Context: an optimization exercise on an open-source flow, tuned for small area, a short achievable clock period and few clock cycles per item. The choices shown serve that exercise and are no tape-out recipe. In this exercise RTL edits were held to simulation tests only and were not proved equivalent to the original. Power figures rest on the tool's default switching activity, not on a simulated workload.

==> flow/design.v <==
`default_nettype none
package sa_pkg;
  function automatic integer row_w(input integer rows);
    row_w = (rows > 1) ? $clog2(rows) : 1;
  endfunction
endpackage
`default_nettype wire
`default_nettype none
module sa_pe
#(
  parameter int DATA_W = 8,
  parameter int ACC_W  = 32
) (
  input  logic              clk,
  input  logic              a_neg,
  input  logic              b_neg,
  input  logic              shift,
  input  logic [DATA_W-1:0] a_in,
  input  logic [DATA_W-1:0] b_in,
  input  logic [ACC_W-1:0]  acc_in,
  output logic [ACC_W-1:0]  acc
);
  logic w_sa;
  logic w_sb;
  logic [ACC_W-1:0] r_acc;
  logic [ACC_W-1:0] w_sum;
  assign w_sa = a_neg;
  assign w_sb = b_neg;
  logic w_p0;
  logic w_p1;
  logic w_p2;
  logic w_p3;
  logic w_p4;
  logic w_p5;
  logic w_p6;
  logic w_p7;
  logic w_p8;
  logic w_p9;
  logic w_p10;
  logic w_p11;
  logic w_p12;
  logic w_p13;
  logic w_p14;
  logic w_p15;
  logic w_p16;
  logic w_p17;
  logic w_p18;
  logic w_p19;
  logic w_p20;
  logic w_p21;
  logic w_p22;
  logic w_p23;
  logic w_p24;
  logic w_p25;
  logic w_p26;
  logic w_p27;
  logic w_p28;
  logic w_p29;
  logic w_p30;
  logic w_p31;
  logic w_p32;
  logic w_p33;
  logic w_p34;
  logic w_p35;
  logic w_p36;
  logic w_p37;
  logic w_p38;
  logic w_p39;
  logic w_p40;
  logic w_p41;
  logic w_p42;
  logic w_p43;
  logic w_p44;
  logic w_p45;
  logic w_p46;
  logic w_p47;
  logic w_p48;
  logic w_p49;
  logic w_p50;
  logic w_p51;
  logic w_p52;
  logic w_p53;
  logic w_p54;
  logic w_p55;
  logic w_p56;
  logic w_p57;
  logic w_p58;
  logic w_p59;
  logic w_p60;
  logic w_p61;
  logic w_p62;
  logic w_p63;
  logic w_p64;
  logic w_p65;
  logic w_p66;
  logic w_p67;
  logic w_p68;
  logic w_p69;
  logic w_p70;
  logic w_p71;
  logic w_p72;
  logic w_p73;
  logic w_p74;
  logic w_p75;
  logic w_p76;
  logic w_p77;
  logic w_p78;
  logic w_p79;
  logic w_p80;
  logic w_p81;
  logic w_p82;
  logic w_p83;
  logic w_p84;
  logic w_p85;
  logic w_p86;
  logic w_p87;
  logic w_p88;
  logic w_p89;
  logic w_p90;
  logic w_p91;
  logic w_p92;
  logic w_p93;
  logic w_p94;
  logic w_p95;
  logic w_p96;
  logic w_p97;
  logic w_p98;
  logic w_p99;
  logic w_p100;
  logic w_p101;
  logic w_p102;
  logic w_p103;
  logic w_p104;
  logic w_p105;
  logic w_p106;
  logic w_p107;
  logic w_p108;
  logic w_p109;
  logic w_p110;
  logic w_p111;
  logic [17:0] w_s;
  logic [17:0] w_c;
  logic [17:0] r_s;
  logic [17:0] r_c;
  assign w_p0 = (a_in[0] & b_in[6]) ^ (a_in[1] & b_in[5]);
  assign w_p1 = (a_in[0] & b_in[6]) & (a_in[1] & b_in[5]);
  assign w_p2 = (a_in[0] & b_in[7]) ^ (a_in[1] & b_in[6]) ^ (a_in[2] & b_in[5]);
  assign w_p3 = ((a_in[0] & b_in[7]) & (a_in[1] & b_in[6])) | ((a_in[2] & b_in[5]) & ((a_in[0] & b_in[7]) ^ (a_in[1] & b_in[6])));
  assign w_p4 = (a_in[3] & b_in[4]) ^ (a_in[4] & b_in[3]);
  assign w_p5 = (a_in[3] & b_in[4]) & (a_in[4] & b_in[3]);
  assign w_p6 = (a_in[1] & b_in[7]) ^ (a_in[2] & b_in[6]) ^ (a_in[3] & b_in[5]);
  assign w_p7 = ((a_in[1] & b_in[7]) & (a_in[2] & b_in[6])) | ((a_in[3] & b_in[5]) & ((a_in[1] & b_in[7]) ^ (a_in[2] & b_in[6])));
  assign w_p8 = (a_in[4] & b_in[4]) ^ (a_in[5] & b_in[3]) ^ (a_in[6] & b_in[2]);
  assign w_p9 = ((a_in[4] & b_in[4]) & (a_in[5] & b_in[3])) | ((a_in[6] & b_in[2]) & ((a_in[4] & b_in[4]) ^ (a_in[5] & b_in[3])));
  assign w_p10 = (a_in[7] & b_in[1]) ^ ~(w_sa & b_in[0]);
  assign w_p11 = (a_in[7] & b_in[1]) & ~(w_sa & b_in[0]);
  assign w_p12 = (a_in[2] & b_in[7]) ^ (a_in[3] & b_in[6]) ^ (a_in[4] & b_in[5]);
  assign w_p13 = ((a_in[2] & b_in[7]) & (a_in[3] & b_in[6])) | ((a_in[4] & b_in[5]) & ((a_in[2] & b_in[7]) ^ (a_in[3] & b_in[6])));
  assign w_p14 = (a_in[5] & b_in[4]) ^ (a_in[6] & b_in[3]) ^ (a_in[7] & b_in[2]);
  assign w_p15 = ((a_in[5] & b_in[4]) & (a_in[6] & b_in[3])) | ((a_in[7] & b_in[2]) & ((a_in[5] & b_in[4]) ^ (a_in[6] & b_in[3])));
  assign w_p16 = ~(w_sa & b_in[1]) ^ ~(w_sb & a_in[1]) ^ 1'b1;
  assign w_p17 = (~(w_sa & b_in[1]) & ~(w_sb & a_in[1])) | (1'b1 & (~(w_sa & b_in[1]) ^ ~(w_sb & a_in[1])));
  assign w_p18 = (a_in[3] & b_in[7]) ^ (a_in[4] & b_in[6]) ^ (a_in[5] & b_in[5]);
  assign w_p19 = ((a_in[3] & b_in[7]) & (a_in[4] & b_in[6])) | ((a_in[5] & b_in[5]) & ((a_in[3] & b_in[7]) ^ (a_in[4] & b_in[6])));
  assign w_p20 = (a_in[6] & b_in[4]) ^ (a_in[7] & b_in[3]) ^ ~(w_sa & b_in[2]);
  assign w_p21 = ((a_in[6] & b_in[4]) & (a_in[7] & b_in[3])) | (~(w_sa & b_in[2]) & ((a_in[6] & b_in[4]) ^ (a_in[7] & b_in[3])));
  assign w_p22 = (a_in[4] & b_in[7]) ^ (a_in[5] & b_in[6]) ^ (a_in[6] & b_in[5]);
  assign w_p23 = ((a_in[4] & b_in[7]) & (a_in[5] & b_in[6])) | ((a_in[6] & b_in[5]) & ((a_in[4] & b_in[7]) ^ (a_in[5] & b_in[6])));
  assign w_p24 = (a_in[0] & b_in[4]) ^ (a_in[1] & b_in[3]);
  assign w_p25 = (a_in[0] & b_in[4]) & (a_in[1] & b_in[3]);
  assign w_p26 = (a_in[0] & b_in[5]) ^ (a_in[1] & b_in[4]) ^ (a_in[2] & b_in[3]);
  assign w_p27 = ((a_in[0] & b_in[5]) & (a_in[1] & b_in[4])) | ((a_in[2] & b_in[3]) & ((a_in[0] & b_in[5]) ^ (a_in[1] & b_in[4])));
  assign w_p28 = (a_in[3] & b_in[2]) ^ (a_in[4] & b_in[1]);
  assign w_p29 = (a_in[3] & b_in[2]) & (a_in[4] & b_in[1]);
  assign w_p30 = w_p0 ^ (a_in[2] & b_in[4]) ^ (a_in[3] & b_in[3]);
  assign w_p31 = (w_p0 & (a_in[2] & b_in[4])) | ((a_in[3] & b_in[3]) & (w_p0 ^ (a_in[2] & b_in[4])));
  assign w_p32 = (a_in[4] & b_in[2]) ^ (a_in[5] & b_in[1]) ^ (a_in[6] & b_in[0]);
  assign w_p33 = ((a_in[4] & b_in[2]) & (a_in[5] & b_in[1])) | ((a_in[6] & b_in[0]) & ((a_in[4] & b_in[2]) ^ (a_in[5] & b_in[1])));
  assign w_p34 = w_p1 ^ w_p2 ^ w_p4;
  assign w_p35 = (w_p1 & w_p2) | (w_p4 & (w_p1 ^ w_p2));
  assign w_p36 = (a_in[5] & b_in[2]) ^ (a_in[6] & b_in[1]) ^ (a_in[7] & b_in[0]);
  assign w_p37 = ((a_in[5] & b_in[2]) & (a_in[6] & b_in[1])) | ((a_in[7] & b_in[0]) & ((a_in[5] & b_in[2]) ^ (a_in[6] & b_in[1])));
  assign w_p38 = w_p3 ^ w_p5 ^ w_p6;
  assign w_p39 = (w_p3 & w_p5) | (w_p6 & (w_p3 ^ w_p5));
  assign w_p40 = w_p8 ^ w_p10 ^ ~(w_sb & a_in[0]);
  assign w_p41 = (w_p8 & w_p10) | (~(w_sb & a_in[0]) & (w_p8 ^ w_p10));
  assign w_p42 = w_p7 ^ w_p9 ^ w_p11;
  assign w_p43 = (w_p7 & w_p9) | (w_p11 & (w_p7 ^ w_p9));
  assign w_p44 = w_p12 ^ w_p14 ^ w_p16;
  assign w_p45 = (w_p12 & w_p14) | (w_p16 & (w_p12 ^ w_p14));
  assign w_p46 = w_p13 ^ w_p15 ^ w_p17;
  assign w_p47 = (w_p13 & w_p15) | (w_p17 & (w_p13 ^ w_p15));
  assign w_p48 = w_p18 ^ w_p20 ^ ~(w_sb & a_in[2]);
  assign w_p49 = (w_p18 & w_p20) | (~(w_sb & a_in[2]) & (w_p18 ^ w_p20));
  assign w_p50 = w_p19 ^ w_p21 ^ w_p22;
  assign w_p51 = (w_p19 & w_p21) | (w_p22 & (w_p19 ^ w_p21));
  assign w_p52 = (a_in[7] & b_in[4]) ^ ~(w_sa & b_in[3]) ^ ~(w_sb & a_in[3]);
  assign w_p53 = ((a_in[7] & b_in[4]) & ~(w_sa & b_in[3])) | (~(w_sb & a_in[3]) & ((a_in[7] & b_in[4]) ^ ~(w_sa & b_in[3])));
  assign w_p54 = w_p23 ^ (a_in[5] & b_in[7]) ^ (a_in[6] & b_in[6]);
  assign w_p55 = (w_p23 & (a_in[5] & b_in[7])) | ((a_in[6] & b_in[6]) & (w_p23 ^ (a_in[5] & b_in[7])));
  assign w_p56 = (a_in[7] & b_in[5]) ^ ~(w_sa & b_in[4]) ^ ~(w_sb & a_in[4]);
  assign w_p57 = ((a_in[7] & b_in[5]) & ~(w_sa & b_in[4])) | (~(w_sb & a_in[4]) & ((a_in[7] & b_in[5]) ^ ~(w_sa & b_in[4])));
  assign w_p58 = (a_in[6] & b_in[7]) ^ (a_in[7] & b_in[6]) ^ ~(w_sa & b_in[5]);
  assign w_p59 = ((a_in[6] & b_in[7]) & (a_in[7] & b_in[6])) | (~(w_sa & b_in[5]) & ((a_in[6] & b_in[7]) ^ (a_in[7] & b_in[6])));
  assign w_p60 = (a_in[0] & b_in[3]) ^ (a_in[1] & b_in[2]);
  assign w_p61 = (a_in[0] & b_in[3]) & (a_in[1] & b_in[2]);
  assign w_p62 = w_p24 ^ (a_in[2] & b_in[2]) ^ (a_in[3] & b_in[1]);
  assign w_p63 = (w_p24 & (a_in[2] & b_in[2])) | ((a_in[3] & b_in[1]) & (w_p24 ^ (a_in[2] & b_in[2])));
  assign w_p64 = w_p25 ^ w_p26 ^ w_p28;
  assign w_p65 = (w_p25 & w_p26) | (w_p28 & (w_p25 ^ w_p26));
  assign w_p66 = w_p27 ^ w_p29 ^ w_p30;
  assign w_p67 = (w_p27 & w_p29) | (w_p30 & (w_p27 ^ w_p29));
  assign w_p68 = w_p31 ^ w_p33 ^ w_p34;
  assign w_p69 = (w_p31 & w_p33) | (w_p34 & (w_p31 ^ w_p33));
  assign w_p70 = w_p35 ^ w_p37 ^ w_p38;
  assign w_p71 = (w_p35 & w_p37) | (w_p38 & (w_p35 ^ w_p37));
  assign w_p72 = w_p39 ^ w_p41 ^ w_p42;
  assign w_p73 = (w_p39 & w_p41) | (w_p42 & (w_p39 ^ w_p41));
  assign w_p74 = w_p43 ^ w_p45 ^ w_p46;
  assign w_p75 = (w_p43 & w_p45) | (w_p46 & (w_p43 ^ w_p45));
  assign w_p76 = w_p47 ^ w_p49 ^ w_p50;
  assign w_p77 = (w_p47 & w_p49) | (w_p50 & (w_p47 ^ w_p49));
  assign w_p78 = w_p51 ^ w_p53 ^ w_p54;
  assign w_p79 = (w_p51 & w_p53) | (w_p54 & (w_p51 ^ w_p53));
  assign w_p80 = w_p55 ^ w_p57 ^ w_p58;
  assign w_p81 = (w_p55 & w_p57) | (w_p58 & (w_p55 ^ w_p57));
  assign w_p82 = w_p59 ^ (a_in[7] & b_in[7]) ^ ~(w_sa & b_in[6]);
  assign w_p83 = (w_p59 & (a_in[7] & b_in[7])) | (~(w_sa & b_in[6]) & (w_p59 ^ (a_in[7] & b_in[7])));
  assign w_p84 = (a_in[0] & b_in[2]) ^ (a_in[1] & b_in[1]);
  assign w_p85 = (a_in[0] & b_in[2]) & (a_in[1] & b_in[1]);
  assign w_p86 = w_p60 ^ (a_in[2] & b_in[1]) ^ (a_in[3] & b_in[0]);
  assign w_p87 = (w_p60 & (a_in[2] & b_in[1])) | ((a_in[3] & b_in[0]) & (w_p60 ^ (a_in[2] & b_in[1])));
  assign w_p88 = w_p61 ^ w_p62 ^ (a_in[4] & b_in[0]);
  assign w_p89 = (w_p61 & w_p62) | ((a_in[4] & b_in[0]) & (w_p61 ^ w_p62));
  assign w_p90 = w_p63 ^ w_p64 ^ (a_in[5] & b_in[0]);
  assign w_p91 = (w_p63 & w_p64) | ((a_in[5] & b_in[0]) & (w_p63 ^ w_p64));
  assign w_p92 = w_p65 ^ w_p66 ^ w_p32;
  assign w_p93 = (w_p65 & w_p66) | (w_p32 & (w_p65 ^ w_p66));
  assign w_p94 = w_p67 ^ w_p68 ^ w_p36;
  assign w_p95 = (w_p67 & w_p68) | (w_p36 & (w_p67 ^ w_p68));
  assign w_p96 = w_p69 ^ w_p70 ^ w_p40;
  assign w_p97 = (w_p69 & w_p70) | (w_p40 & (w_p69 ^ w_p70));
  assign w_p98 = w_p71 ^ w_p72 ^ w_p44;
  assign w_p99 = (w_p71 & w_p72) | (w_p44 & (w_p71 ^ w_p72));
  assign w_p100 = w_p73 ^ w_p74 ^ w_p48;
  assign w_p101 = (w_p73 & w_p74) | (w_p48 & (w_p73 ^ w_p74));
  assign w_p102 = w_p75 ^ w_p76 ^ w_p52;
  assign w_p103 = (w_p75 & w_p76) | (w_p52 & (w_p75 ^ w_p76));
  assign w_p104 = w_p77 ^ w_p78 ^ w_p56;
  assign w_p105 = (w_p77 & w_p78) | (w_p56 & (w_p77 ^ w_p78));
  assign w_p106 = w_p79 ^ w_p80 ^ ~(w_sb & a_in[5]);
  assign w_p107 = (w_p79 & w_p80) | (~(w_sb & a_in[5]) & (w_p79 ^ w_p80));
  assign w_p108 = w_p81 ^ w_p82 ^ ~(w_sb & a_in[6]);
  assign w_p109 = (w_p81 & w_p82) | (~(w_sb & a_in[6]) & (w_p81 ^ w_p82));
  assign w_p110 = w_p83 ^ ~(w_sa & b_in[7]) ^ ~(w_sb & a_in[7]);
  assign w_p111 = (w_p83 & ~(w_sa & b_in[7])) | (~(w_sb & a_in[7]) & (w_p83 ^ ~(w_sa & b_in[7])));
  assign w_s = {1'b0, w_p111, w_p109, w_p107, w_p105, w_p103, w_p101, w_p99, w_p97, w_p95, w_p93, w_p91, w_p89, w_p87, w_p85, w_p84, (a_in[0] & b_in[1]), (a_in[0] & b_in[0])};
  assign w_c = {1'b0, (w_sa & w_sb), w_p110, w_p108, w_p106, w_p104, w_p102, w_p100, w_p98, w_p96, w_p94, w_p92, w_p90, w_p88, w_p86, (a_in[2] & b_in[0]), (a_in[1] & b_in[0]), 1'b0};
  always_ff @(posedge clk) begin
    r_s <= w_s;
    r_c <= w_c;
  end
  logic [19:0] w_l0;
  logic [19:0] w_l1;
  logic [19:0] w_lo;
  logic [13:0] w_hi_m;
  logic [13:0] w_hi_p;
  logic [13:0] w_hi;
  logic w_q0;
  logic w_q1;
  logic w_q2;
  logic w_q3;
  logic w_q4;
  logic w_q5;
  logic w_q6;
  logic w_q7;
  logic w_q8;
  logic w_q9;
  logic w_q10;
  logic w_q11;
  logic w_q12;
  logic w_q13;
  logic w_q14;
  logic w_q15;
  logic w_q16;
  logic w_q17;
  logic w_q18;
  logic w_q19;
  logic w_q20;
  logic w_q21;
  logic w_q22;
  logic w_q23;
  logic w_q24;
  logic w_q25;
  logic w_q26;
  logic w_q27;
  logic w_q28;
  logic w_q29;
  logic w_q30;
  logic w_q31;
  logic w_q32;
  logic w_q33;
  logic w_q34;
  logic w_q35;
  logic w_q36;
  logic w_q37;
  assign w_q0 = r_acc[17] ^ r_s[17];
  assign w_q1 = r_acc[17] & r_s[17];
  assign w_q2 = r_acc[0] ^ r_s[0];
  assign w_q3 = r_acc[0] & r_s[0];
  assign w_q4 = r_acc[1] ^ r_s[1] ^ r_c[1];
  assign w_q5 = (r_acc[1] & r_s[1]) | (r_c[1] & (r_acc[1] ^ r_s[1]));
  assign w_q6 = r_acc[2] ^ r_s[2] ^ r_c[2];
  assign w_q7 = (r_acc[2] & r_s[2]) | (r_c[2] & (r_acc[2] ^ r_s[2]));
  assign w_q8 = r_acc[3] ^ r_s[3] ^ r_c[3];
  assign w_q9 = (r_acc[3] & r_s[3]) | (r_c[3] & (r_acc[3] ^ r_s[3]));
  assign w_q10 = r_acc[4] ^ r_s[4] ^ r_c[4];
  assign w_q11 = (r_acc[4] & r_s[4]) | (r_c[4] & (r_acc[4] ^ r_s[4]));
  assign w_q12 = r_acc[5] ^ r_s[5] ^ r_c[5];
  assign w_q13 = (r_acc[5] & r_s[5]) | (r_c[5] & (r_acc[5] ^ r_s[5]));
  assign w_q14 = r_acc[6] ^ r_s[6] ^ r_c[6];
  assign w_q15 = (r_acc[6] & r_s[6]) | (r_c[6] & (r_acc[6] ^ r_s[6]));
  assign w_q16 = r_acc[7] ^ r_s[7] ^ r_c[7];
  assign w_q17 = (r_acc[7] & r_s[7]) | (r_c[7] & (r_acc[7] ^ r_s[7]));
  assign w_q18 = r_acc[8] ^ r_s[8] ^ r_c[8];
  assign w_q19 = (r_acc[8] & r_s[8]) | (r_c[8] & (r_acc[8] ^ r_s[8]));
  assign w_q20 = r_acc[9] ^ r_s[9] ^ r_c[9];
  assign w_q21 = (r_acc[9] & r_s[9]) | (r_c[9] & (r_acc[9] ^ r_s[9]));
  assign w_q22 = r_acc[10] ^ r_s[10] ^ r_c[10];
  assign w_q23 = (r_acc[10] & r_s[10]) | (r_c[10] & (r_acc[10] ^ r_s[10]));
  assign w_q24 = r_acc[11] ^ r_s[11] ^ r_c[11];
  assign w_q25 = (r_acc[11] & r_s[11]) | (r_c[11] & (r_acc[11] ^ r_s[11]));
  assign w_q26 = r_acc[12] ^ r_s[12] ^ r_c[12];
  assign w_q27 = (r_acc[12] & r_s[12]) | (r_c[12] & (r_acc[12] ^ r_s[12]));
  assign w_q28 = r_acc[13] ^ r_s[13] ^ r_c[13];
  assign w_q29 = (r_acc[13] & r_s[13]) | (r_c[13] & (r_acc[13] ^ r_s[13]));
  assign w_q30 = r_acc[14] ^ r_s[14] ^ r_c[14];
  assign w_q31 = (r_acc[14] & r_s[14]) | (r_c[14] & (r_acc[14] ^ r_s[14]));
  assign w_q32 = r_acc[15] ^ r_s[15] ^ r_c[15];
  assign w_q33 = (r_acc[15] & r_s[15]) | (r_c[15] & (r_acc[15] ^ r_s[15]));
  assign w_q34 = r_acc[16] ^ r_s[16] ^ r_c[16];
  assign w_q35 = (r_acc[16] & r_s[16]) | (r_c[16] & (r_acc[16] ^ r_s[16]));
  assign w_q36 = w_q0 ^ r_c[17] ^ 1'b1;
  assign w_q37 = (w_q0 & r_c[17]) | (1'b1 & (w_q0 ^ r_c[17]));
  assign w_l0 = {1'b0, w_q37, w_q35, w_q33, w_q31, w_q29, w_q27, w_q25, w_q23, w_q21, w_q19, w_q17, w_q15, w_q13, w_q11, w_q9, w_q7, w_q5, w_q3, w_q2};
  assign w_l1 = {1'b0, w_q1, w_q36, w_q34, w_q32, w_q30, w_q28, w_q26, w_q24, w_q22, w_q20, w_q18, w_q16, w_q14, w_q12, w_q10, w_q8, w_q6, w_q4, r_c[0]};
  logic [19:0] w_ag;
  logic [19:0] w_ap;
  assign w_ag = w_l0[19:0] & w_l1[19:0];
  assign w_ap = w_l0[19:0] ^ w_l1[19:0];
  logic w_an0g;
  assign w_an0g = w_ag[1] | (w_ap[1] & w_ag[0]);
  logic w_an0p;
  assign w_an0p = w_ap[1] & w_ap[0];
  logic w_an1g;
  assign w_an1g = w_ag[3] | (w_ap[3] & w_ag[2]);
  logic w_an1p;
  assign w_an1p = w_ap[3] & w_ap[2];
  logic w_an2g;
  assign w_an2g = w_ag[5] | (w_ap[5] & w_ag[4]);
  logic w_an2p;
  assign w_an2p = w_ap[5] & w_ap[4];
  logic w_an3g;
  assign w_an3g = w_ag[7] | (w_ap[7] & w_ag[6]);
  logic w_an3p;
  assign w_an3p = w_ap[7] & w_ap[6];
  logic w_an4g;
  assign w_an4g = w_ag[9] | (w_ap[9] & w_ag[8]);
  logic w_an4p;
  assign w_an4p = w_ap[9] & w_ap[8];
  logic w_an5g;
  assign w_an5g = w_ag[11] | (w_ap[11] & w_ag[10]);
  logic w_an5p;
  assign w_an5p = w_ap[11] & w_ap[10];
  logic w_an6g;
  assign w_an6g = w_ag[13] | (w_ap[13] & w_ag[12]);
  logic w_an6p;
  assign w_an6p = w_ap[13] & w_ap[12];
  logic w_an7g;
  assign w_an7g = w_ag[15] | (w_ap[15] & w_ag[14]);
  logic w_an7p;
  assign w_an7p = w_ap[15] & w_ap[14];
  logic w_an8g;
  assign w_an8g = w_ag[17] | (w_ap[17] & w_ag[16]);
  logic w_an8p;
  assign w_an8p = w_ap[17] & w_ap[16];
  logic w_an9g;
  assign w_an9g = w_ag[19] | (w_ap[19] & w_ag[18]);
  logic w_an9p;
  assign w_an9p = w_ap[19] & w_ap[18];
  logic w_an10g;
  assign w_an10g = w_ag[2] | (w_ap[2] & w_an0g);
  logic w_an10p;
  assign w_an10p = w_ap[2] & w_an0p;
  logic w_an11g;
  assign w_an11g = w_an1g | (w_an1p & w_an0g);
  logic w_an11p;
  assign w_an11p = w_an1p & w_an0p;
  logic w_an12g;
  assign w_an12g = w_ag[6] | (w_ap[6] & w_an2g);
  logic w_an12p;
  assign w_an12p = w_ap[6] & w_an2p;
  logic w_an13g;
  assign w_an13g = w_an3g | (w_an3p & w_an2g);
  logic w_an13p;
  assign w_an13p = w_an3p & w_an2p;
  logic w_an14g;
  assign w_an14g = w_ag[10] | (w_ap[10] & w_an4g);
  logic w_an14p;
  assign w_an14p = w_ap[10] & w_an4p;
  logic w_an15g;
  assign w_an15g = w_an5g | (w_an5p & w_an4g);
  logic w_an15p;
  assign w_an15p = w_an5p & w_an4p;
  logic w_an16g;
  assign w_an16g = w_ag[14] | (w_ap[14] & w_an6g);
  logic w_an16p;
  assign w_an16p = w_ap[14] & w_an6p;
  logic w_an17g;
  assign w_an17g = w_an7g | (w_an7p & w_an6g);
  logic w_an17p;
  assign w_an17p = w_an7p & w_an6p;
  logic w_an18g;
  assign w_an18g = w_ag[18] | (w_ap[18] & w_an8g);
  logic w_an18p;
  assign w_an18p = w_ap[18] & w_an8p;
  logic w_an19g;
  assign w_an19g = w_an9g | (w_an9p & w_an8g);
  logic w_an19p;
  assign w_an19p = w_an9p & w_an8p;
  logic w_an20g;
  assign w_an20g = w_ag[4] | (w_ap[4] & w_an11g);
  logic w_an20p;
  assign w_an20p = w_ap[4] & w_an11p;
  logic w_an21g;
  assign w_an21g = w_an2g | (w_an2p & w_an11g);
  logic w_an21p;
  assign w_an21p = w_an2p & w_an11p;
  logic w_an22g;
  assign w_an22g = w_an12g | (w_an12p & w_an11g);
  logic w_an22p;
  assign w_an22p = w_an12p & w_an11p;
  logic w_an23g;
  assign w_an23g = w_an13g | (w_an13p & w_an11g);
  logic w_an23p;
  assign w_an23p = w_an13p & w_an11p;
  logic w_an24g;
  assign w_an24g = w_ag[12] | (w_ap[12] & w_an15g);
  logic w_an24p;
  assign w_an24p = w_ap[12] & w_an15p;
  logic w_an25g;
  assign w_an25g = w_an6g | (w_an6p & w_an15g);
  logic w_an25p;
  assign w_an25p = w_an6p & w_an15p;
  logic w_an26g;
  assign w_an26g = w_an16g | (w_an16p & w_an15g);
  logic w_an26p;
  assign w_an26p = w_an16p & w_an15p;
  logic w_an27g;
  assign w_an27g = w_an17g | (w_an17p & w_an15g);
  logic w_an27p;
  assign w_an27p = w_an17p & w_an15p;
  logic w_an28g;
  assign w_an28g = w_ag[8] | (w_ap[8] & w_an23g);
  logic w_an28p;
  assign w_an28p = w_ap[8] & w_an23p;
  logic w_an29g;
  assign w_an29g = w_an4g | (w_an4p & w_an23g);
  logic w_an29p;
  assign w_an29p = w_an4p & w_an23p;
  logic w_an30g;
  assign w_an30g = w_an14g | (w_an14p & w_an23g);
  logic w_an30p;
  assign w_an30p = w_an14p & w_an23p;
  logic w_an31g;
  assign w_an31g = w_an15g | (w_an15p & w_an23g);
  logic w_an31p;
  assign w_an31p = w_an15p & w_an23p;
  logic w_an32g;
  assign w_an32g = w_an24g | (w_an24p & w_an23g);
  logic w_an32p;
  assign w_an32p = w_an24p & w_an23p;
  logic w_an33g;
  assign w_an33g = w_an25g | (w_an25p & w_an23g);
  logic w_an33p;
  assign w_an33p = w_an25p & w_an23p;
  logic w_an34g;
  assign w_an34g = w_an26g | (w_an26p & w_an23g);
  logic w_an34p;
  assign w_an34p = w_an26p & w_an23p;
  logic w_an35g;
  assign w_an35g = w_an27g | (w_an27p & w_an23g);
  logic w_an35p;
  assign w_an35p = w_an27p & w_an23p;
  logic w_an36g;
  assign w_an36g = w_ag[16] | (w_ap[16] & w_an35g);
  logic w_an36p;
  assign w_an36p = w_ap[16] & w_an35p;
  logic w_an37g;
  assign w_an37g = w_an8g | (w_an8p & w_an35g);
  logic w_an37p;
  assign w_an37p = w_an8p & w_an35p;
  logic w_an38g;
  assign w_an38g = w_an18g | (w_an18p & w_an35g);
  logic w_an38p;
  assign w_an38p = w_an18p & w_an35p;
  logic w_an39g;
  assign w_an39g = w_an19g | (w_an19p & w_an35g);
  logic w_an39p;
  assign w_an39p = w_an19p & w_an35p;
  assign w_lo = {(w_ap[19] ^ w_an38g), (w_ap[18] ^ w_an37g), (w_ap[17] ^ w_an36g), (w_ap[16] ^ w_an35g), (w_ap[15] ^ w_an34g), (w_ap[14] ^ w_an33g), (w_ap[13] ^ w_an32g), (w_ap[12] ^ w_an31g), (w_ap[11] ^ w_an30g), (w_ap[10] ^ w_an29g), (w_ap[9] ^ w_an28g), (w_ap[8] ^ w_an23g), (w_ap[7] ^ w_an22g), (w_ap[6] ^ w_an21g), (w_ap[5] ^ w_an20g), (w_ap[4] ^ w_an11g), (w_ap[3] ^ w_an10g), (w_ap[2] ^ w_an0g), (w_ap[1] ^ w_ag[0]), w_ap[0]};
  assign w_hi_p[0] = 1'b1;
  assign w_hi_m[0] = 1'b1;
  assign w_hi_p[1] = &r_acc[18:18];
  assign w_hi_m[1] = ~|r_acc[18:18];
  assign w_hi_p[2] = &r_acc[19:18];
  assign w_hi_m[2] = ~|r_acc[19:18];
  assign w_hi_p[3] = &r_acc[20:18];
  assign w_hi_m[3] = ~|r_acc[20:18];
  assign w_hi_p[4] = &r_acc[21:18];
  assign w_hi_m[4] = ~|r_acc[21:18];
  assign w_hi_p[5] = &r_acc[22:18];
  assign w_hi_m[5] = ~|r_acc[22:18];
  assign w_hi_p[6] = &r_acc[23:18];
  assign w_hi_m[6] = ~|r_acc[23:18];
  assign w_hi_p[7] = &r_acc[24:18];
  assign w_hi_m[7] = ~|r_acc[24:18];
  assign w_hi_p[8] = &r_acc[25:18];
  assign w_hi_m[8] = ~|r_acc[25:18];
  assign w_hi_p[9] = &r_acc[26:18];
  assign w_hi_m[9] = ~|r_acc[26:18];
  assign w_hi_p[10] = &r_acc[27:18];
  assign w_hi_m[10] = ~|r_acc[27:18];
  assign w_hi_p[11] = &r_acc[28:18];
  assign w_hi_m[11] = ~|r_acc[28:18];
  assign w_hi_p[12] = &r_acc[29:18];
  assign w_hi_m[12] = ~|r_acc[29:18];
  assign w_hi_p[13] = &r_acc[30:18];
  assign w_hi_m[13] = ~|r_acc[30:18];
  assign w_hi = r_acc[ACC_W-1:18] ^ (w_lo[19] ? w_hi_p : (w_hi_m & {14{~w_lo[18]}}));
  assign w_sum = {w_hi, w_lo[17:0]};
  always_ff @(posedge clk) begin
    if (shift) r_acc <= acc_in;
    else       r_acc <= w_sum;
  end
  assign acc = r_acc;
endmodule
`default_nettype wire
`default_nettype none
module systolic_array_os_ctrl
#(
  parameter int ROWS   = 4,
  parameter int COLS   = 4,
  parameter int DATA_W = 8,
  parameter int ACC_W  = 32,
  parameter int KLEN_W = 16,
  localparam int OROW_W = (ROWS > 1) ? $clog2(ROWS) : 1
) (
  input  logic                     clk,
  input  logic                     rst_n,
  input  logic                     start,
  input  logic [KLEN_W-1:0]        k_len,
  input  logic                     signed_en,
  output logic                     busy,
  input  logic                     in_valid,
  output logic                     in_ready,
  input  logic [ROWS*DATA_W-1:0]   a_data,
  input  logic [COLS*DATA_W-1:0]   b_data,
  output logic                     out_valid,
  input  logic                     out_ready,
  output logic [OROW_W-1:0]        out_row,
  output logic [COLS*ACC_W-1:0]    out_data,
  output logic                     done
);
  localparam int c_row_w = sa_pkg::row_w(ROWS);
  logic                  r_busy;
  logic                  r_load;
  logic                  r_rdy;
  logic                  r_out;
  logic                  r_done;
  logic                  r_signed;
  logic                  r_dirty;
  logic                  r_wait;
  logic [1:0]            r_zcnt;
  logic [KLEN_W-1:0]     r_rem;
  logic [c_row_w-1:0]    r_row;
  logic                  r_l1;
  logic                  r_l2;
  logic                  w_beat;
  logic                  w_last;
  logic                  w_take;
  logic                  w_shift;
  logic [ROWS*DATA_W-1:0] r_a;
  logic [COLS*DATA_W-1:0] r_b;
  logic [ROWS-1:0]        r_as;
  logic [COLS-1:0]        r_bs;
  logic [ACC_W-1:0]       w_acc [ROWS+1][COLS];
  assign w_beat  = r_load & in_valid;
  assign w_last  = (r_rem == KLEN_W'(1));
  assign w_take  = r_out & out_ready;
  assign w_shift = w_take | r_dirty;
  always_ff @(posedge clk or negedge rst_n) begin
    if (!rst_n) r_rdy <= 1'b0;
    else        r_rdy <= (!r_busy && start && !r_dirty && k_len != '0) ||
                         (r_wait && !r_dirty && r_rem != '0) ||
                         (r_load && !(in_valid && w_last));
  end
  always_ff @(posedge clk or negedge rst_n) begin
    if (!rst_n) begin
      r_busy   <= 1'b0;
      r_load   <= 1'b0;
      r_out    <= 1'b0;
      r_done   <= 1'b0;
      r_signed <= 1'b0;
      r_dirty  <= 1'b1;
      r_wait   <= 1'b0;
      r_zcnt   <= '0;
      r_rem    <= '0;
      r_row    <= '0;
      r_l1     <= 1'b0;
      r_l2     <= 1'b0;
    end else begin
      r_done <= 1'b0;
      r_l1   <= w_beat & w_last;
      r_l2   <= r_l1;
      if (r_dirty) begin
        r_zcnt <= r_zcnt + 1'b1;
        if (r_zcnt == 2'd3) r_dirty <= 1'b0;
      end
      if (!r_busy) begin
        if (start) begin
          r_busy   <= 1'b1;
          r_signed <= signed_en;
          r_rem    <= k_len;
          if (r_dirty)             r_wait <= 1'b1;
          else if (k_len != '0)    r_load <= 1'b1;
          else                     r_out  <= 1'b1;
        end
      end
      if (r_wait && !r_dirty) begin
        r_wait <= 1'b0;
        if (r_rem != '0) r_load <= 1'b1;
        else             r_out  <= 1'b1;
      end
      if (w_beat) begin
        r_rem <= r_rem - 1'b1;
        if (w_last) r_load <= 1'b0;
      end
      if (r_l2) r_out <= 1'b1;
      if (w_take) begin
        r_row <= r_row + 1'b1;
        if (r_row == c_row_w'(ROWS - 1)) begin
          r_out  <= 1'b0;
          r_busy <= 1'b0;
          r_done <= 1'b1;
        end
      end
    end
  end
  always_ff @(posedge clk) begin
    r_a <= w_beat ? a_data : '0;
    r_b <= b_data;
    for (int i = 0; i < ROWS; i++) r_as[i] <= w_beat & r_signed & a_data[i*DATA_W + DATA_W-1];
    for (int j = 0; j < COLS; j++) r_bs[j] <= r_signed & b_data[j*DATA_W + DATA_W-1];
  end
  for (genvar gj = 0; gj < COLS; gj++) begin : g_zero
    assign w_acc[ROWS][gj] = '0;
  end
  for (genvar gi = 0; gi < ROWS; gi++) begin : g_pe_row
    for (genvar gj = 0; gj < COLS; gj++) begin : g_pe_col
      sa_pe #(
        .DATA_W (DATA_W),
        .ACC_W  (ACC_W)
      ) u_pe (
        .clk       (clk),
        .a_neg     (r_as[gi]),
        .b_neg     (r_bs[gj]),
        .shift     (w_shift),
        .a_in      (r_a[gi*DATA_W +: DATA_W]),
        .b_in      (r_b[gj*DATA_W +: DATA_W]),
        .acc_in    (w_acc[gi+1][gj]),
        .acc       (w_acc[gi][gj])
      );
    end
  end
  for (genvar gj = 0; gj < COLS; gj++) begin : g_out
    assign out_data[gj*ACC_W +: ACC_W] = w_acc[0][gj];
  end
  assign busy      = r_busy;
  assign in_ready  = r_rdy;
  assign out_valid = r_out;
  assign out_row   = r_row;
  assign done      = r_done;
endmodule
`default_nettype wire
==> flow/flow/run.sh <==
#!/bin/bash
# The standard synthesis and layout, with these changes to how the layout
# is made (the SDC is unchanged):
#  - ORFS's timing repair aims for setup slack beyond the clock period's
#    (SETUP_SLACK_MARGIN);
#  - clock tree synthesis adds no dummy loads;
#  - the port buffers are buf_2 cells (repair may resize them).
# Each step's full output goes to a log file in the folder this runs in.
set -euo pipefail
MARGIN=6.6
export SETUP_SLACK_MARGIN=$MARGIN
export CTS_ARGS="-sink_clustering_enable -repair_clock_nets -dont_use_dummy_load"
export BUFFER_PORTS_ARGS="-buffer_cell sky130_fd_sc_hd__buf_2"
bash standard.sh synth > synth.log 2>&1
bash standard.sh SETUP_SLACK_MARGIN=$MARGIN "CTS_ARGS=$CTS_ARGS" "BUFFER_PORTS_ARGS=$BUFFER_PORTS_ARGS" finish > layout.log 2>&1
==> flow/standard.sh <==
#!/bin/bash
# synth_recipe.tcl (not shown) runs the flow's synth.tcl, then flattens the netlist and writes it again
# the make line also repeats each setting of config.mk as NAME=value (left out here)
make -C /OpenROAD-flow-scripts/flow DESIGN_CONFIG=/design/flow/config.mk WORK_HOME=/design/flow/orfs CLKGATE_MAP_FILE= SYNTH_SCRIPT=/design/flow/synth_recipe.tcl "${@:-finish}"
==> flow/config.mk <==
export PLATFORM = sky130hd
export DESIGN_NAME = systolic_array_os_ctrl
export DESIGN_NICKNAME = systolic_array_os_ctrl
export VERILOG_FILES = /design/flow/design.v
export SDC_FILE = /design/flow/constraint.sdc
export NUM_CORES = 4
export LEC_CHECK = 0
export ABC_AREA = 1
export CAP_MARGIN = 20
export CORE_MARGIN = 2
export CORE_UTILIZATION = 60
export PLACE_DENSITY = 0.7
export SLEW_MARGIN = 20
==> flow/constraint.sdc <==
create_clock -name core_clock -period 10.0 [get_ports {clk}]
set_input_delay 2.0000 -clock core_clock [delete_from_list [all_inputs] [get_ports {clk}]]
set_output_delay 2.0000 -clock core_clock [all_outputs]
set_load 0.01 [all_outputs]
==> results of run 1 <==
cell usage after synthesis, types with 17 or more instances:
cell,instances,share of area [%]
buf_2,51,0.31
nor4_1,23,0.17
o21ai_0,222,1.3
nand3_1,573,3.4
nand3b_1,20,0.18
o21bai_1,17,0.15
buf_4,24,0.22
clkbuf_1,340,1.5
inv_1,2348,11
dfxtp_1,1112,27
nand2_2,52,0.39
nand4_1,120,0.90
nor2_1,430,1.9
xor2_1,62,0.65
nor3_1,81,0.49
nand2_1,3159,14
ha_1,420,6.3
xnor2_1,60,0.63
fa_1,1088,26
a21oi_1,201,1.2
dfrtp_1,29,0.87
nor3_2,23,0.28
cells in the final DEF (no fill, tap or decap), types with 29 or more instances in the layout:
master,instances
dfxtp_2,58
xnor2_1,60
ha_1,420
inv_1,2347
nor2_1,430
nand4_1,120
dfrtp_1,29
fa_1,1088
xor2_1,62
clkbuf_16,137
dfxtp_1,1045
nand2_2,55
nand2_1,3155
nand3_1,573
nor3_1,81
a21oi_1,197
buf_2,212
buf_4,71
o21ai_0,222
final timing paths:
check	startpoint	cells past startpoint	slack (ns)	end
worst max-delay path	out_ready	7	6.63	g_pe_row[1].g_pe_col[1].u_pe.r_acc[18]
worst min-delay path	r_l1	0	0.37	r_l2
worst max register to register	r_as[0]	8	6.68	g_pe_row[0].g_pe_col[0].u_pe.r_c[11]
worst min register to register	r_l1	0	0.37	r_l2
max in group asynchronous	rst_n	1	8.26	r_load
min in group asynchronous	rst_n	1	1.28	r_rem[14]
state kept, by name, summed over array words and instances (netlist names), 2 cells and up:
register	cells
r_rem	16
r_bs	4
r_row	2
r_a	32
g_pe_row.g_pe_col.u_pe.r_s	272
r_b	32
r_zcnt	2
g_pe_row.g_pe_col.u_pe.r_acc	512
r_as	4
g_pe_row.g_pe_col.u_pe.r_c	256
power by group through the flow:
stage / Clock [mW] / Sequential, mW / Combinational, mW
final: 4.21 / 8.30 / 17.9
after global routing: 4.46 / 8.53 / 20.7
after CTS: 4.31 / 8.29 / 17.8
after detailed placement: 0 / 8.35 / 17.6
after global placement: 0 / 8.34 / 16.9
after floorplan: 0 / 7.84 / 13.7
worst max-delay path, stage by stage:
cell       delay (ns)
buf_2            0.07
nand2_1          0.17
nand2_4          0.27
clkinv_16        0.39
buf_16           0.38
nand3_1          0.23
o21ai_0          0.10
layout make-up:
| type | count | area [um2] |
|---|---|---|
| Multi-Input combinational cell | 6689 | 49830 |
| Sequential cell | 1142 | 23120 |
| Antenna cell | 1 | 2.502 |
| Tap cell | 1794 | 2245 |
| Clock buffer | 137 | 3428 |
| Inverter | 2370 | 8926 |
| Fill cell | 11750 | 48420 |
| Timing Repair Buffer | 301 | 1861 |
metrics by stage:
step                worst slack [ns]  instances
global placement               5.286      12290
floorplan                      6.822      10630
CTS                            6.489      12430
detailed placement             5.200      12290
global route                   6.567      12430
finish                         6.632      12430
logic make-up (layout without fill, tap and decap cells):
kind of cell | Yosys count | after routing | share of synthesized area, %
adders and majority gates | 1508 | 1508 | 32.38
and+or+nand+nor | 4537 | 4538 | 22.50
DFF | 1142 | 1142 | 27.56
muxes | 1 | 1 | 0.01349
other | 0 | 1 | 0
xor gates and xnor gates | 122 | 122 | 1.280
AOI/OAI and AO/OA | 520 | 520 | 3.438
buffers and inverters | 2801 | 2808 | 12.83
what timing repair did:
item / in CTS / in global routing
cloned: 2 / 1
resized for setup: 45 / 36
endpoints found under the setup margin: 281 / 302
pin swaps: 0 / 1
setup buffers: 0 / 3
hold buffers: 0 / 0
metal layers:
| layer | up-vias | GRT usage (%) |
|---|---|---|
| li1 | 31340 | - |
| met1 | 31330 | 39.10 |
| met2 | 2054 | 51.50 |
| met3 | 479 | 5.306 |
| met4 | 0 | 13.20 |
| met5 | - | 0 |
==> results.sh, run 1 <==
export IMPL_leakage_nw=50.56
export IMPL_final_antenna_net_count=0
export IMPL_avgViaCountPerCell=5.244
export IMPL_place_gp_congestion=0.8860
export IMPL_critPathLaunchType="input pin"
export IMPL_met3_length_mm=15.42
export IMPL_fin_crit_ns=3.368
export IMPL_port_buffers=219
export IMPL_crit_type="input pin to register"
export IMPL_design_area_um2=89410
export IMPL_gr_total_overflow=0
export IMPL_drive_gt1_share_pct=6.279
export IMPL_drv_cap=0
export IMPL_dieArea_um2=142200
export IMPL_clockRootBuffer="clkbuf_16"
export IMPL_synth_main_ff_cell="dfxtp_1"
export IMPL_tns_ns=0
export IMPL_syn_avg_cell_area_um2=7.854
export IMPL_drt_wl_total_mm=211.5
export IMPL_synth_edff_count=0
export IMPL_seqPwrFrac_pct=27.3
export IMPL_ys_async_sr_fraction_pct=2.627
export IMPL_power_switching_mw=14.48
export IMPL_area_growth_pct=7.085
export IMPL_grt_pass1_wl_mm=345.7
export IMPL_power_frac_clock_pct=13.9
export IMPL_hold_slack_ns=0.3675
export IMPL_grt_pass1_vias=66850
export IMPL_synth_fp_nets=12230
export IMPL_syn_cell_area_um2=83500
export IMPL_num_rows=136
export IMPL_yosysWarnings=4
export IMPL_grt_usage_pct=30.70
export IMPL_final_hold_violation_count=0
export IMPL_internal_power_mw=15.93
export IMPL_clkLatencyLatePin_ns=0.76
export IMPL_post_route_util_pct=64.87
export IMPL_clk_pin_slew_ns=0.06
export IMPL_dp_hpwl_mm=146.8
export IMPL_slew_headroom_pct=36.13
export IMPL_combinationalPowerShare_pct=58.8
export IMPL_drt_initial_drc_count=4730
export IMPL_die_x_um=377.0
export IMPL_grt_antenna_before_repair=1
export IMPL_synthDistinctLibCells=53
export IMPL_switching_share_pct=47.61
export IMPL_cts_sinks=1142
export IMPL_wl_met2_mm=99.38
export IMPL_fin_worst_skew_ns=0.06216
export IMPL_htreeDepth=4
export IMPL_cp_max_fo=140
export IMPL_ys_ff_latch=1142
export IMPL_ys_seq_area_share_pct=27.56
export IMPL_worstMarginPinSlew_ns=0.9580
export IMPL_die_y_um=377.0
export IMPL_cts_buffers=137
export IMPL_cts_tree="yes"
export IMPL_post_drt_wl_per_cell_um=17.01
export IMPL_status="no timing/DRC/antenna violations"
export IMPL_setup_viol=0
export IMPL_drt_met1_wl_mm=87.13
export IMPL_peakVddDrop_mv=0.2018
export IMPL_max_freq_mhz=297.0
export IMPL_nets=12240
export IMPL_totalPowerFinal_mw=30.41
export IMPL_power_density_nw_per_um2=340.1
export IMPL_clock_path_buffers=3
export IMPL_drt_pass1_iter_count=5
export IMPL_fin_crit_sh_pct=33.68
export IMPL_dr_total_vias=65200
export IMPL_rsz0062_at_grt="yes"
export IMPL_start_util_pct=60.58
export IMPL_synthesis_instances=10630
export IMPL_cp_arrival_ns=3.98
export IMPL_worstSetupEndpointType="register"
export IMPL_io_pins=220
export IMPL_required_ns=10.61
export IMPL_slew_violations=0
export IMPL_top_layer="met4"
export IMPL_hold_path_class="register to register"
export IMPL_drc=0
export IMPL_grt_max_degree=140
export IMPL_core_area_um2=137800
export IMPL_place_area_um2=85670
Testbench counts, summed over its fixed seeds: cycles 12,562, jobs 320.
==> run 2: changes to the inputs <==
--- a/flow/config.mk
+++ b/flow/config.mk
@@ -6,5 +6,4 @@
 export NUM_CORES = 4
 export LEC_CHECK = 0
-export ABC_AREA = 1
 export CAP_MARGIN = 20
 export CORE_MARGIN = 2
==> results.sh, run 2 <==
export IMPL_htreeDepth=4
export IMPL_largestRegisters="g_pe_row.g_pe_col.u_pe.r_acc: 512 flops, g_pe_row.g_pe_col.u_pe.r_s: 272 flops, g_pe_row.g_pe_col.u_pe.r_c: 256 flops"
export IMPL_reg2reg_depth=11
export IMPL_synthDistinctLibCells=81
export IMPL_drt_initial_drc_count=3667
export IMPL_grt_max_degree=179
export IMPL_critPathLaunchType="register"
export IMPL_setup_viol=0
export IMPL_met3_length_mm=16.25
export IMPL_gr_total_overflow=0
export IMPL_start_util_pct=60.51
export IMPL_synth_fp_nets=9620
export IMPL_peakVddDrop_mv=0.2039
export IMPL_ys_seq_area_share_pct=29.37
export IMPL_worstSetupEndpointType="register"
export IMPL_cp_max_fo=7
export IMPL_fillers=10290
export IMPL_cts_tree="yes"
export IMPL_cts_buffers=133
export IMPL_synth_top_area_share_pct=28.41
export IMPL_layout_common_cells="fa_1, dfxtp_1, nand2_1"
export IMPL_required_ns=10.62
export IMPL_tns_ns=0
export IMPL_hold_buffers=0
export IMPL_place_gp_congestion=0.8957
export IMPL_synthesis_instances=8026
export IMPL_yosys_cell_count_top_type="dfxtp_1"
export IMPL_die_x_um=365.4
export IMPL_rsz0062_at_grt="yes"
export IMPL_clkLatencyLatePin_ns=0.78
export IMPL_crit_type="register to register"
export IMPL_dp_hpwl_mm=134.4
export IMPL_mostFrequentLayoutCell="fa_1"
export IMPL_grt_antenna_before_repair=17
export IMPL_status="no timing/DRC/antenna violations"
export IMPL_largest_reg_flops=512
export IMPL_syn_cell_area_um2=78350
export IMPL_slew_headroom_pct=21.57
export IMPL_ys_top_cells_by_area="dfxtp_1, fa_1, and2_1"
export IMPL_wl_met2_mm=94.29
export IMPL_yosysWarnings=4
export IMPL_max_freq_mhz=292.6
export IMPL_drive_gt1_share_pct=10.30
export IMPL_drt_met1_wl_mm=85.08
export IMPL_drv_cap=0
export IMPL_top_layer="met5"
export IMPL_port_buffers=219
export IMPL_ys_ff_latch=1142
export IMPL_fin_worst_skew_ns=0.05509
export IMPL_cts_sinks=1142
export IMPL_power_density_nw_per_um2=317.4
export IMPL_drc=0
export IMPL_final_hold_violation_count=0
export IMPL_hold_slack_ns=0.3497
export IMPL_nets=9751
export IMPL_core_area_um2=129500
export IMPL_avgViaCountPerCell=5.661
export IMPL_clockRootBuffer="clkbuf_16"
export IMPL_dr_total_vias=56050
export IMPL_leakage_nw=38.81
export IMPL_synth_main_ff_cell="dfxtp_1"
export IMPL_worstMarginPinSlew_ns=1.164
export IMPL_grt_pass1_wl_mm=318.2
export IMPL_synth_edff_count=0
export IMPL_cp_arrival_ns=4.03
export IMPL_area_growth_pct=10.46
export IMPL_fin_crit_sh_pct=34.18
export IMPL_hold_path_class="register to register"
export IMPL_fin_crit_ns=3.418
export IMPL_post_drt_wl_per_cell_um=20.43
export IMPL_regMostFlops="g_pe_row.g_pe_col.u_pe.r_acc"
export IMPL_drt_wl_total_mm=202.2
export IMPL_yosys_top_cells_count="dfxtp_1, fa_1, nand2_1"
export IMPL_num_rows=132
export IMPL_synth_largest_area_cell="dfxtp_1"
export IMPL_io_pins=220
export IMPL_final_antenna_net_count=0
export IMPL_grt_pass1_vias=58900
export IMPL_grt_usage_pct=30.74
export IMPL_clk_pin_slew_ns=0.05
export IMPL_die_y_um=365.4
export IMPL_ys_async_sr_fraction_pct=2.627
export IMPL_syn_avg_cell_area_um2=9.761
export IMPL_dieArea_um2=133500
export IMPL_min_path_cells=0
export IMPL_drt_pass1_iter_count=6
export IMPL_slew_violations=0
export IMPL_clock_path_buffers=3
## run 2: changes by cell type after synthesis, moves of 84 or more
cell     delta
nor2_1    -150
nand4_1    -84
nand3_1   -491
xor2_1    +104
o21ai_0   +160
inv_1    -1473
xnor2_1   +170
and2_1    +958
nand2_1  -2160
## run 2: worst max-delay path: stages (launching register included)
cell	delay, ns
dfxtp_1	0.46
fa_1	0.46
ha_1	0.22
nor4_1	0.37
a2bb2oi_2	0.15
a221o_1	0.42
buf_6	0.15
a211o_4	0.40
nand2_8	0.14
mux2i_4	0.24
xor2_1	0.16
o21ai_0	0.08
## run 2: path summary, 6_finish.rpt
| kind | slack, ns | start | end |
|---|---|---|---|
| max in group asynchronous | 8.22 | rst_n | r_out |
| worst min register to register | 0.35 | r_l1 | r_l2 |
| worst min-delay path | 0.35 | r_l1 | r_l2 |
| worst max-delay path | 6.58 | g_pe_row[1].g_pe_col[0].u_pe.r_acc[4] | g_pe_row[1].g_pe_col[0].u_pe.r_acc[26] |
| min in group asynchronous | 1.27 | rst_n | r_rem[10] |
| worst max register to register | 6.58 | g_pe_row[1].g_pe_col[0].u_pe.r_acc[4] | g_pe_row[1].g_pe_col[0].u_pe.r_acc[26] |
## run 2: per-layer routing
metal | track usage (%) | up-vias
li1 | - | 25400
met1 | 41.03 | 28470
met2 | 49.90 | 1750
met3 | 6.473 | 421
met4 | 10.68 | 8
met5 | 0 | -
## run 2: logic make-up (layout without fill, tap and decap cells)
family	after synthesis	after routing	synth area share (%)
flops	1142	1142	29.37
fa+ha+maj	1508	1508	34.51
simple gates	2739	2742	17.74
mux	77	77	0.9933
buf+inv	1264	1390	6.088
compound gates	900	900	6.866
xor+xnor	396	396	4.427
other cells	0	4	0
## run 2: report_power, final
group / switching (mW) / leakage [nW] / internal [mW]
Sequential: 1.69 / 9.66 / 6.39
Clock: 1.78 / 1.64 / 2.32
Combinational: 8.23 / 27.5 / 7.05
Total: 11.7 / 38.8 / 15.8
## run 2: what timing repair did
action,4_1_cts,5_1_grt
setup endpoints to repair,379,197
gates resized for setup,199,199
gates cloned,5,4
buffers inserted,28,53
pin swaps,40,121
## run 2: through the flow
step / total power, mW / setup WS [ns] / area (um2) / util (%) / cells
final: 27.47 / 6.582 / 86540 / 66.83 / 9901
after CTS: 26.35 / 6.444 / 85170 / 65.78 / 9840
after global placement: 20.93 / 5.309 / 80790 / 62.39 / 9674
after global routing: 29.82 / 6.479 / 86530 / 66.83 / 9897
after detailed placement: 21.42 / 5.199 / 80790 / 62.39 / 9674
after floorplan: 17.76 / 6.618 / 78410 / - / 8026
## run 2: cell type report
cell class | instances | area [um2] | share of cell area, %
tap | 1742 | 2180 | 2.519
antenna | 4 | 10.01 | 0.01157
sequential | 1142 | 23140 | 26.74
clock buffer | 133 | 3328 | 3.846
multi-input combinational | 5623 | 52060 | 60.15
inverter | 875 | 3284 | 3.795
timing repair buffer | 382 | 2545 | 2.941
==> run 3: changes to the inputs <==
--- a/flow/config.mk
+++ b/flow/config.mk
@@ -9,4 +9,4 @@
 export CORE_MARGIN = 2
 export CORE_UTILIZATION = 60
-export PLACE_DENSITY = 0.7
+export PLACE_DENSITY = 0.8
 export SLEW_MARGIN = 20
==> results.sh, run 3 <==
export IMPL_status="no timing/DRC/antenna violations"
export IMPL_placedCellCount=9670
export IMPL_crit_chain="fa_1, ha_2, or4_4, a21oi_4, nor4_4, or4b_4, a211o_4, nor4_4, a31oi_1, mux2i_1"
export IMPL_core_area_um2=129500
export IMPL_required_ns=10.56
export IMPL_clkLatencyLatePin_ns=0.76
export IMPL_dieArea_um2=133500
export IMPL_mostFrequentLayoutCell="fa_1"
export IMPL_num_rows=132
export IMPL_ys_ff_latch=1142
export IMPL_cp_max_fo=5
export IMPL_final_antenna_net_count=0
export IMPL_peakVddDrop_mv=0.2050
export IMPL_reg2reg_depth=10
export IMPL_yosysWarnings=4
export IMPL_drc=0
export IMPL_crit_slowest_cell="fa_1"
export IMPL_drive_gt1_share_pct=9.604
export IMPL_syn_avg_cell_area_um2=9.761
export IMPL_layout_common_cells="fa_1, dfxtp_1, nand2_1"
export IMPL_die_x_um=365.4
export IMPL_worstSetupEndpointType="register"
export IMPL_power_density_nw_per_um2=313.5
export IMPL_gr_total_overflow=0
export IMPL_grt_antenna_before_repair=18
export IMPL_ys_top_cells_by_area="dfxtp_1, fa_1, and2_1"
export IMPL_post_drt_wl_per_cell_um=20.16
export IMPL_die_y_um=365.4
export IMPL_synthDistinctLibCells=81
export IMPL_area_growth_pct=9.509
export IMPL_port_buffers=219
export IMPL_synth_main_ff_cell="dfxtp_1"
export IMPL_r2r_end="g_pe_row[3].g_pe_col[2].u_pe.r_acc[29]"
export IMPL_ys_async_sr_fraction_pct=2.627
export IMPL_drv_cap=0
export IMPL_tns_ns=0
export IMPL_drt_wl_total_mm=198.8
export IMPL_grt_max_degree=159
export IMPL_syn_cell_area_um2=78350
export IMPL_drt_initial_drc_count=3949
export IMPL_max_stage_delay_ns=0.52
export IMPL_grt_usage_pct=30.01
export IMPL_yosys_cell_count_top_type="dfxtp_1"
export IMPL_nets=9707
export IMPL_totalPowerFinal_mw=26.89
export IMPL_ys_seq_area_share_pct=29.37
export IMPL_grt_pass1_vias=60020
export IMPL_synth_fp_nets=9620
export IMPL_synth_largest_area_cell="dfxtp_1"
export IMPL_final_hold_violation_count=0
export IMPL_slew_headroom_pct=22.03
export IMPL_place_area_um2=80760
export IMPL_yosys_top_cells_count="dfxtp_1, fa_1, nand2_1"
export IMPL_hold_path_class="register to register"
export IMPL_fin_worst_skew_ns=0.09446
export IMPL_cts_sinks=1142
export IMPL_design_area_um2=85790
export IMPL_slew_violations=0
export IMPL_critPathLaunchType="register"
export IMPL_largest_reg_flops=512
export IMPL_synth_top_area_share_pct=28.41
export IMPL_grt_pass1_wl_mm=315.6
export IMPL_hold_slack_ns=0.3681
export IMPL_clockRootBuffer="clkbuf_16"
export IMPL_rsz0062_at_grt="yes"
export IMPL_avgViaCountPerCell=5.723
export IMPL_min_path_cells=0
export IMPL_drt_pass1_iter_count=5
export IMPL_instances_no_fill=9860
export IMPL_fin_crit_ns=3.480
export IMPL_regMostFlops="g_pe_row.g_pe_col.u_pe.r_acc"
export IMPL_dr_total_vias=56430
export IMPL_max_freq_mhz=287.4
export IMPL_worstHoldStart="r_l1"
export IMPL_cts_buffers=120
export IMPL_clock_path_buffers=3
export IMPL_fin_crit_sh_pct=34.80
export IMPL_cp_arrival_ns=4.04
export IMPL_cpMostUsedCell="nor4_4"
export IMPL_clk_pin_slew_ns=0.06
export IMPL_worstMarginPinSlew_ns=1.165
export IMPL_min_to="r_l2"
export IMPL_synth_edff_count=0
export IMPL_r2r_slack_ns=6.52
export IMPL_crit_type="register to register"
export IMPL_largestRegisters="g_pe_row.g_pe_col.u_pe.r_acc: 512 flops, g_pe_row.g_pe_col.u_pe.r_s: 272 flops, g_pe_row.g_pe_col.u_pe.r_c: 256 flops"
export IMPL_cts_tree="yes"
export IMPL_dp_hpwl_mm=135.1
export IMPL_htreeDepth=3
export IMPL_synthesis_instances=8026
export IMPL_leakage_nw=38.45
export IMPL_setup_viol=0
export IMPL_io_pins=220
export IMPL_place_gp_congestion=0.8958
export IMPL_start_util_pct=60.51
export IMPL_r2r_start="g_pe_row[3].g_pe_col[2].u_pe.r_acc[7]"
==> run 3: cell count changes in the layout (fill, tap and decap cells not counted), sizes merged <==
cell,before,now
diode,4,7
bufbuf,2,0
buf,376,351
a21o,78,79
clkbuf,137,120
nand2b,34,33
==> run 3: power by group <==
group | internal [mW] | total [mW] | switching, mW
Clock | 2.08 | 3.81 | 1.73
Combinational | 6.87 | 15.0 | 8.12
Sequential | 6.38 | 8.10 | 1.72
==> run 3: worst max path at each step <==
stage	startpoint	end	slack, ns
after global placement	out_ready	g_pe_row[2].g_pe_col[3].u_pe.r_acc[30]	5.44
after CTS	g_pe_row[3].g_pe_col[3].u_pe.r_acc[9]	g_pe_row[3].g_pe_col[3].u_pe.r_acc[21]	6.59
final	g_pe_row[3].g_pe_col[2].u_pe.r_acc[7]	g_pe_row[3].g_pe_col[2].u_pe.r_acc[29]	6.52
after floorplan	g_pe_row[0].g_pe_col[2].u_pe.r_acc[3]	g_pe_row[0].g_pe_col[2].u_pe.r_acc[17]	6.62
after detailed placement	out_ready	g_pe_row[2].g_pe_col[3].u_pe.r_acc[30]	5.39
after global routing	g_pe_row[3].g_pe_col[2].u_pe.r_acc[7]	g_pe_row[3].g_pe_col[2].u_pe.r_acc[29]	6.41
==> run 3: final cells by class <==
cell class / count / area (um2)
multi-input combinational: 5623 / 51920
fill: 9580 / 43690
sequential: 1142 / 23130
inverter: 875 / 3284
clock buffer: 120 / 3003
timing repair buffer: 351 / 2267
tap: 1742 / 2180
antenna: 7 / 17.52
==> run 3: kinds of logic after synthesis <==
logic type	count (synthesis)	share of synthesized area (%)
AND/OR/NAND/NOR	2739	17.74
adder cells (fa/ha/maj)	1508	34.51
buffers and inverters	1264	6.088
flip-flops	1142	29.37
AO/OA/AOI/OAI	900	6.866
XOR/XNOR	396	4.427
multiplexers	77	0.9933
==> run 3: worst max-delay path, delay by kind of cell, from the launching register on <==
kind	cells	cell delay, ns
and+or+nand+nor	4	1.36
muxes	1	0.13
DFF	1	0.34
AOI/OAI and AO/OA	3	0.70
adders and majority gates	2	0.74
==> run 3: timing repair <==
action / in CTS / in global routing
setup endpoints to repair: 410 / 290
resized for setup: 169 / 180
cloned: 3 / 3
buffers inserted: 24 / 33
hold buffers: 0 / 0
pin swaps: 38 / 102
==> run 3: metrics by stage <==
stage	util (%)	setup WS, ns
final	66.26	6.520
after global routing	66.25	6.412
after CTS	65.43	6.587
after detailed placement	62.37	5.390
after global placement	62.37	5.441
after floorplan	-	6.618
==> run 3: metal layers <==
metal / track usage [%] / up-vias / routed length, um
met5: 0 / - / 89
met2: 48.37 / 2212 / 91650
met4: 11.50 / 14 / 7492
met1: 39.56 / 28330 / 80230
li1: - / 25320 / -
met3: 6.849 / 557 / 19300
==> run 4: changes to the inputs <==
--- a/flow/config.mk
+++ b/flow/config.mk
@@ -8,5 +8,5 @@
 export CAP_MARGIN = 20
 export CORE_MARGIN = 2
-export CORE_UTILIZATION = 60
-export PLACE_DENSITY = 0.8
+export CORE_UTILIZATION = 50
+export PLACE_DENSITY = 0.65
 export SLEW_MARGIN = 20
==> results.sh, run 4 <==
export IMPL_instances_no_fill=10190
export IMPL_worstHoldStart="r_l1"
export IMPL_synthDistinctLibCells=81
export IMPL_clk_pin_slew_ns=0.06
export IMPL_synth_main_ff_cell="dfxtp_1"
export IMPL_mostFrequentLayoutCell="fa_1"
export IMPL_place_gp_congestion=0.8648
export IMPL_dp_hpwl_mm=141.7
export IMPL_placedCellCount=9988
export IMPL_place_ws_ns=5.116
export IMPL_core_area_um2=155800
export IMPL_status="no timing/DRC/antenna violations"
export IMPL_area_growth_pct=10.69
export IMPL_yosysWarnings=4
export IMPL_clkLatencyLatePin_ns=0.78
export IMPL_min_to="r_l2"
export IMPL_worstMarginPinSlew_ns=1.079
export IMPL_power_density_nw_per_um2=312.9
export IMPL_critPathLaunchType="register"
export IMPL_peakVddDrop_mv=0.2481
export IMPL_largest_reg_flops=512
export IMPL_die_y_um=399.8
export IMPL_rsz0062_at_grt="yes"
export IMPL_drt_pass1_iter_count=5
export IMPL_cts_sinks=1142
export IMPL_synth_largest_area_cell="dfxtp_1"
export IMPL_grt_max_degree=145
export IMPL_fin_worst_skew_ns=0.05372
export IMPL_regMostFlops="g_pe_row.g_pe_col.u_pe.r_acc"
export IMPL_fin_crit_ns=3.469
export IMPL_num_rows=145
export IMPL_grt_antenna_before_repair=22
export IMPL_port_buffers=219
export IMPL_clockRootBuffer="clkbuf_16"
export IMPL_synth_xor_area_share_pct=4.427
export IMPL_drv_cap=0
export IMPL_slew_headroom_pct=28.06
export IMPL_tns_ns=0
export IMPL_place_area_um2=81170
export IMPL_fin_crit_sh_pct=34.69
export IMPL_min_path_cells=0
export IMPL_leakage_nw=38.68
export IMPL_crit_chain="fa_1, ha_4, a21o_1, a21o_1, a21oi_4, o21ai_4, or4b_4, a211o_4, nor4_4, a21oi_2, mux2i_1"
export IMPL_nets=9728
export IMPL_grt_pass1_wl_mm=324.0
export IMPL_slew_violations=0
export IMPL_cts_tree="yes"
export IMPL_clock_path_buffers=3
export IMPL_final_hold_violation_count=0
export IMPL_drt_wl_total_mm=205.3
export IMPL_syn_avg_cell_area_um2=9.761
export IMPL_syn_cell_area_um2=78350
export IMPL_r2r_start="g_pe_row[3].g_pe_col[2].u_pe.r_s[9]"
export IMPL_synth_top_area_share_pct=28.41
export IMPL_design_area_um2=86720
export IMPL_synth_fp_nets=9620
export IMPL_synthesis_instances=8026
export IMPL_cpMostUsedCell="a21o_1"
export IMPL_ys_top_cells_by_area="dfxtp_1, fa_1, and2_1"
export IMPL_max_stage_delay_ns=0.59
export IMPL_avgViaCountPerCell=5.423
export IMPL_grt_pass1_vias=57980
export IMPL_io_pins=220
export IMPL_synth_compound_area_share_pct=6.866
export IMPL_cts_buffers=134
export IMPL_ys_ff_latch=1142
export IMPL_start_util_pct=50.27
export IMPL_yosys_mux_area_fraction_pct=0.9934
export IMPL_htreeDepth=4
export IMPL_required_ns=10.62
export IMPL_cp_arrival_ns=4.09
export IMPL_setup_viol=0
export IMPL_crit_slowest_cell="fa_1"
export IMPL_dieArea_um2=159900
export IMPL_hold_path_class="register to register"
export IMPL_synthSimpleGateAreaFrac_pct=17.74
export IMPL_r2r_slack_ns=6.53
export IMPL_reg2reg_depth=11
export IMPL_ys_async_sr_fraction_pct=2.627
export IMPL_yosys_cell_count_top_type="dfxtp_1"
export IMPL_max_freq_mhz=288.3
export IMPL_r2r_end="g_pe_row[3].g_pe_col[2].u_pe.r_acc[31]"
export IMPL_ys_seq_area_share_pct=29.37
export IMPL_gr_total_overflow=0
export IMPL_layout_common_cells="fa_1, dfxtp_1, nand2_1"
export IMPL_drc=0
export IMPL_worstSetupEndpointType="register"
export IMPL_die_x_um=399.8
export IMPL_drive_gt1_share_pct=10.34
export IMPL_post_drt_wl_per_cell_um=20.14
export IMPL_yosys_top_cells_count="dfxtp_1, fa_1, nand2_1"
export IMPL_yosys_area_share_adder_pct=34.51
export IMPL_final_antenna_net_count=0
export IMPL_drt_initial_drc_count=3250
export IMPL_fin_ws_ns=6.531
export IMPL_synth_edff_count=0
export IMPL_grt_usage_pct=26.17
export IMPL_synth_top_family_by_area="adder cells"
export IMPL_cp_max_fo=5
export IMPL_totalPowerFinal_mw=27.13
export IMPL_dr_total_vias=55290
export IMPL_largestRegisters="g_pe_row.g_pe_col.u_pe.r_acc: 512 flops, g_pe_row.g_pe_col.u_pe.r_s: 272 flops, g_pe_row.g_pe_col.u_pe.r_c: 256 flops"
export IMPL_crit_type="register to register"
## run 4: cell counts after synthesis
No cell type changed its count.
## run 4: critical path, delay by kind of cell (launching register included)
family                   cells  cell delay, ns
AO/OA/AOI/OAI                6            1.21
adder cells (fa/ha/maj)      2            0.81
flip-flops                   1            0.32
multiplexers                 1            0.13
AND/OR/NAND/NOR              2            0.86
## run 4: timing repair
action | in CTS | in global routing
buffers inserted | 33 | 29
cloned | 5 | 1
hold buffers | 0 | 0
pin swaps | 54 | 86
gates resized for setup | 232 | 191
endpoints found under the setup margin | 480 | 349
## run 4: layer usage
| layer | vias to the layer above | routed length (um) | track usage [%] | part of all wire (%) |
|---|---|---|---|---|
| met5 | - | 63 | 0 | 0.031 |
| met3 | 445 | 15070 | 5.916 | 7.3 |
| li1 | 25380 | - | - | - |
| met2 | 1559 | 93590 | 41.73 | 46 |
| met4 | 12 | 6576 | 8.452 | 3.2 |
| met1 | 27890 | 90010 | 35.37 | 44 |
## run 4: worst max-delay path by stage
stage | end | cells past startpoint | slack (ns) | startpoint
2_1_floorplan | g_pe_row[0].g_pe_col[2].u_pe.r_acc[17] | 16 | 6.62 | g_pe_row[0].g_pe_col[2].u_pe.r_acc[3]
3_3_place_gp | g_pe_row[0].g_pe_col[1].u_pe.r_acc[19] | 8 | 5.19 | out_ready
3_5_place_dp | g_pe_row[0].g_pe_col[1].u_pe.r_acc[19] | 8 | 5.12 | out_ready
4_1_cts | g_pe_row[0].g_pe_col[0].u_pe.r_acc[31] | 12 | 6.54 | g_pe_row[0].g_pe_col[0].u_pe.r_acc[9]
5_1_grt | g_pe_row[1].g_pe_col[0].u_pe.r_acc[26] | 11 | 6.46 | g_pe_row[1].g_pe_col[0].u_pe.r_acc[9]
6_report | g_pe_row[3].g_pe_col[2].u_pe.r_acc[31] | 11 | 6.53 | g_pe_row[3].g_pe_col[2].u_pe.r_s[9]
## run 4: cell families (layout without fill, tap and decap cells)
group	Yosys count	count (layout)
compound gates	900	900
xor+xnor	396	396
mux	77	77
buf+inv	1264	1367
flops	1142	1142
other cells	0	4
simple gates	2739	2742
fa+ha+maj	1508	1508
## run 4: through the flow
step,hold WS [ns],utilization (%)
after floorplan,0.3312,-
after global placement,0.3363,52.09
after detailed placement,0.3428,52.09
after CTS,0.3603,54.98
after global routing,0.3733,55.64
final,0.3530,55.64
## run 4: cell type report
type / count / area, um2
diodes: 4 / 10.01
well taps: 2058 / 2575
clock buffers: 134 / 3353
inverters: 875 / 3287
repair buffers: 358 / 2346
fillers: 13540 / 69130
flip-flops and latches: 1142 / 23190
multi-input cells: 5623 / 51960
## run 4: power breakdown
group | switching, mW | internal (mW) | total, mW | leakage, nW
registers | 1.77 | 6.40 | 8.16 | 9.66
clock network | 1.81 | 2.34 | 4.15 | 1.65
logic | 8.04 | 6.78 | 14.8 | 27.4
total | 11.6 | 15.5 | 27.1 | 38.7

Re-timed with assumed drivers on the ports (clkbuf_16 on the clock, buf_2 on other inputs), run 4 has 6.531 ns of setup slack against 6.531 ns with ideal ports, and 5.873 ns once port delays also move by the mid clock arrival of 0.837 ns.
